Background: an optimization exercise with open tools, aiming at small area, a short achievable clock period and few clock cycles. Do not read the settings as production practice.
At most, simulation tests tie the RTL to the original design; equivalence was not proved.
Power and IR drop assume default switching activity.

Setup of job 1857:
==> module lif_update_unit, before the edit <==
module lif_update_unit #(
  parameter int unsigned LANES      = 16,
  parameter int unsigned DW         = 32,
  parameter int unsigned AW         = 5,
  parameter int unsigned LEAK_SHIFT = 4
) (
  input  logic                clk,
  input  logic                rst,
  input  logic                start,
  input  logic [AW-1:0]       base_addr,
  input  logic [LANES*DW-1:0] cur_in,
  input  logic [LANES*DW-1:0] vol_in,
  input  logic [DW-1:0]       vt_in,
  input  logic                stall,
  output logic                busy,
  output logic                done,
  output logic                wb_we,
  output logic [AW-1:0]       wb_wa,
  output logic [DW-1:0]       wb_wd,
  output logic [LANES-1:0]    spike_out,
  output logic [4:0]          spike_cnt
);
  logic [LANES*DW-1:0] snap_v, snap_c;
  logic [DW-1:0]       vt_r;
  logic [AW-1:0]       base_r;
  logic                pend;           
  logic [LANES-1:0]    sel;            
  logic                val1, first1, last1, tmin1;
  logic [DW-1:0]       vl1, c1;
  logic [DW:0]         ct1;
  logic                full, last_o;
  logic [DW-1:0] v_s, c_s, vl_s;
  logic [DW:0]   ct_s;
  always_comb begin
    v_s = '0;
    c_s = '0;
    for (int i = 0; i < LANES; i++) begin
      v_s = v_s | ({DW{sel[i]}} & snap_v[DW*i +: DW]);
      c_s = c_s | ({DW{sel[i]}} & snap_c[DW*i +: DW]);
    end
    vl_s = v_s - {{LEAK_SHIFT{v_s[DW-1]}}, v_s[DW-1:LEAK_SHIFT]};
    ct_s = {c_s[DW-1], c_s} - {vt_r[DW-1], vt_r};
  end
  logic [DW:0]   s_x;
  logic [DW+1:0] d_x;
  logic          fire1, negovf;
  logic [DW-1:0] wd1;
  always_comb begin
    s_x = {vl1[DW-1], vl1} + {c1[DW-1], c1};
    d_x = {{2{vl1[DW-1]}}, vl1} + {ct1[DW], ct1};
    fire1  = ~d_x[DW+1] | tmin1;
    negovf = s_x[DW] & ~s_x[DW-1];
    wd1 = fire1 ? '0 : (negovf ? {1'b1, {(DW-1){1'b0}}} : s_x[DW-1:0]);
  end
  logic adv, rd, acc;
  logic pend_n, full_n, we_n, last_o_n;
  logic [LANES-1:0] sel_n;
  always_comb begin
    acc    = start & ~busy;
    adv    = ~full | wb_we;
    rd     = adv & pend;
    pend_n = acc ? 1'b1 : ((rd && sel[LANES-1]) ? 1'b0 : pend);
    sel_n  = acc ? LANES'(1) : (rd ? {sel[LANES-2:0], sel[LANES-1]} : sel);
    full_n = adv ? val1 : full;
    last_o_n = (adv && val1) ? last1 : last_o;
    we_n   = full_n & ~stall;
  end
  always_ff @(posedge clk) begin
    if (~busy) begin
      snap_v <= vol_in;
      snap_c <= cur_in;
      vt_r   <= vt_in;
      base_r <= base_addr;
    end
    if (adv) begin
      vl1    <= vl_s;
      c1     <= c_s;
      ct1    <= ct_s;
      tmin1  <= (vt_r == {1'b1, {(DW-1){1'b0}}});
      first1 <= sel[0];
      last1  <= sel[LANES-1];
      if (val1) begin
        wb_wd <= wd1;
        wb_wa <= first1 ? base_r : wb_wa + 1'b1;
      end
    end
    last_o <= last_o_n;
    sel    <= sel_n;
  end
  always_ff @(posedge clk) begin
    if (rst) begin
      pend      <= 1'b0;
      val1      <= 1'b0;
      full      <= 1'b0;
      wb_we     <= 1'b0;
      done      <= 1'b0;
      busy      <= 1'b0;
      spike_out <= '0;
      spike_cnt <= '0;
    end else begin
      pend <= pend_n;
      if (adv) begin
        val1 <= pend;
        if (val1) begin
          spike_out <= {fire1, spike_out[LANES-1:1]};
          spike_cnt <= (first1 ? 5'd0 : spike_cnt) + {4'd0, fire1};
        end
      end
      full  <= full_n;
      wb_we <= we_n;
      done  <= we_n & last_o_n;
      busy  <= pend_n & ~(sel_n[LANES-1] & (~full_n | we_n));
    end
  end
endmodule
clock: 10.0 ns
lec_check: 0
cap_margin: 20
core_margin: 2
core_utilization: 40
slew_margin: 20
standard.sh (not shown) runs the stock make flow with config.mk's settings and CLKGATE_MAP_FILE= SYNTH_SCRIPT=/design/flow/synth_recipe.tcl, a recipe that flattens the netlist after the stock synthesis.
==> flow/flow/run.sh <==
#!/bin/bash
# Standard ORFS layout with smaller input-port buffers, a smaller clock tree
# (no dummy loads, clkbuf_4/8) and a tighter internal repair target (the SDC
# is the standard flow's own, unchanged). Each tool's output is in orfs/logs; make's own
# output is in flow_standard.log.
set -euo pipefail
export BUFFER_PORTS_ARGS="-buffer_cell sky130_fd_sc_hd__buf_1"
export SETUP_SLACK_MARGIN=6.8
export ABC_CLOCK_PERIOD_IN_PS=3300
export CTS_ARGS="-sink_clustering_enable -repair_clock_nets -dont_use_dummy_load -root_buf sky130_fd_sc_hd__clkbuf_16 -buf_list {sky130_fd_sc_hd__clkbuf_4 sky130_fd_sc_hd__clkbuf_8}"
bash standard.sh > flow_standard.log 2>&1
#### Input delta (job 6500 over job 1857)
==> flow/design.v <==
module lif_update_unit #(
  parameter int unsigned LANES      = 16,
  parameter int unsigned DW         = 32,
  parameter int unsigned AW         = 5,
  parameter int unsigned LEAK_SHIFT = 4
) (
  input  logic                clk,
  input  logic                rst,
  input  logic                start,
  input  logic [AW-1:0]       base_addr,
  input  logic [LANES*DW-1:0] cur_in,
  input  logic [LANES*DW-1:0] vol_in,
  input  logic [DW-1:0]       vt_in,
  input  logic                stall,
  output logic                busy,
  output logic                done,
  output logic                wb_we,
  output logic [AW-1:0]       wb_wa,
  output logic [DW-1:0]       wb_wd,
  output logic [LANES-1:0]    spike_out,
  output logic [4:0]          spike_cnt
);
  logic [LANES*DW-1:0] snap_v, snap_c;
  logic [DW-1:0]       vt_r;
  logic [AW-1:0]       base_r;
  logic                pend;           
  logic [LANES-1:0]    sel;            
  logic                val1, first1, last1;
  logic [DW-1:0]       v1, c1, t1;
  logic                val2, first2, last2, tmin2;
  logic [DW-1:0]       vl2, c2;
  logic [DW:0]         ct2;
  logic                full, last_o;
  logic [DW-1:0] v_s, c_s;
  always_comb begin
    v_s = '0;
    c_s = '0;
    for (int i = 0; i < LANES; i++) begin
      v_s = v_s | ({DW{sel[i]}} & snap_v[DW*i +: DW]);
      c_s = c_s | ({DW{sel[i]}} & snap_c[DW*i +: DW]);
    end
  end
  logic [DW-1:0] vl_1;
  logic [DW:0]   ct_1;
  always_comb begin
    vl_1 = v1 - {{LEAK_SHIFT{v1[DW-1]}}, v1[DW-1:LEAK_SHIFT]};
    ct_1 = {c1[DW-1], c1} - {t1[DW-1], t1};
  end
  logic [DW:0]   s_x;
  logic [DW+1:0] d_x;
  logic          fire2, negovf;
  logic [DW-1:0] wd2;
  always_comb begin
    s_x = {vl2[DW-1], vl2} + {c2[DW-1], c2};
    d_x = {{2{vl2[DW-1]}}, vl2} + {ct2[DW], ct2};
    fire2  = ~d_x[DW+1] | tmin2;
    negovf = s_x[DW] & ~s_x[DW-1];
    wd2 = fire2 ? '0 : (negovf ? {1'b1, {(DW-1){1'b0}}} : s_x[DW-1:0]);
  end
  logic adv, rd, acc;
  logic pend_n, full_n, we_n, last_o_n;
  logic [LANES-1:0] sel_n;
  always_comb begin
    acc    = start & ~busy;
    adv    = ~full | wb_we;
    rd     = adv & pend;
    pend_n = acc ? 1'b1 : ((rd && sel[LANES-1]) ? 1'b0 : pend);
    sel_n  = acc ? LANES'(1) : (rd ? {sel[LANES-2:0], sel[LANES-1]} : sel);
    full_n = adv ? val2 : full;
    last_o_n = (adv && val2) ? last2 : last_o;
    we_n   = full_n & ~stall;
  end
  always_ff @(posedge clk) begin
    if (~busy) begin
      snap_v <= vol_in;
      snap_c <= cur_in;
      vt_r   <= vt_in;
      base_r <= base_addr;
    end
    if (adv) begin
      v1     <= v_s;
      c1     <= c_s;
      t1     <= vt_r;
      first1 <= sel[0];
      last1  <= sel[LANES-1];
      vl2    <= vl_1;
      c2     <= c1;
      ct2    <= ct_1;
      tmin2  <= (t1 == {1'b1, {(DW-1){1'b0}}});
      first2 <= first1;
      last2  <= last1;
      if (val2) begin
        wb_wd <= wd2;
        wb_wa <= first2 ? base_r : wb_wa + 1'b1;
      end
    end
    last_o <= last_o_n;
    sel    <= sel_n;
  end
  always_ff @(posedge clk) begin
    if (rst) begin
      pend      <= 1'b0;
      val1      <= 1'b0;
      val2      <= 1'b0;
      full      <= 1'b0;
      wb_we     <= 1'b0;
      done      <= 1'b0;
      busy      <= 1'b0;
      spike_out <= '0;
      spike_cnt <= '0;
    end else begin
      pend <= pend_n;
      if (adv) begin
        val1 <= pend;
        val2 <= val1;
        if (val2) begin
          spike_out <= {fire2, spike_out[LANES-1:1]};
          spike_cnt <= (first2 ? 5'd0 : spike_cnt) + {4'd0, fire2};
        end
      end
      full  <= full_n;
      wb_we <= we_n;
      done  <= we_n & last_o_n;
      busy  <= pend_n & ~(sel_n[LANES-1] & (~full_n | we_n));
    end
  end
endmodule
## What came out
Total number of multi-input combinational cells, job 6500 vs job 1857: down by a few percent
Job 6500 vs job 1857 — number of enable flip-flop cells after synthesis climbed by a little under 10%
In job 6500 the number of iterations in the first detailed-routing pass turned out 3 lower than in job 1857.
Job 6500 against job 1857: post-route minimum period now smaller, overall die area now larger, flip-flop and latch count now larger, static leakage now smaller, met3 wirelength from detailed routing now larger.
NOTE total via count after detailed routing job 1857->job 6500 decreased by a few percent
Job 6500 vs job 1857, worst setup path startpoint: wb_wa[1]$_DFFE_PP_ vs sel[3]$_SDFFE_PP0P_
NOTE top achievable clock speed job 1857->job 6500 increased by more than 10%
Relative to job 1857, the ratio of final minimum period to clock period of job 6500 is lower by 5.5 points.
Testbench counts of job 6500, summed over its fixed seeds: cycles 19,232.
For job 1857, only the layout was checked, not whether the RTL still works.

-- static timing again, ports no longer ideal --
The results above use ideal ports. As a check the final layouts listed here were re-extracted and re-timed, cells and wires unchanged.
Step 1 sets driving cells, clkbuf_16 on the clock port and buf_2 on the other inputs (assumed; they add their load-dependent delay and slew).
Step 2, shift: input delay + t, output delay - t, t = (earliest + latest rising clock arrival at the registers) / 2. This alone moves slack from input paths to output paths.
a / b / c = no drivers / after step 1 / after step 2; a / b = the first two.
| run | t, ns | setup WS [ns] | worst setup path after step 2 | latest minus earliest clock arrival (ns) |
|---|---|---|---|---|
| job 1857 | 0.831 | 6.106 / 6.106 / 6.106 | register to register | 0.141 / 0.142 |
| job 6500 | 0.819 | 6.657 / 6.577 / 6.741 | input to register | 0.126 / 0.126 |
After both steps setup and hold are still met in every run listed.
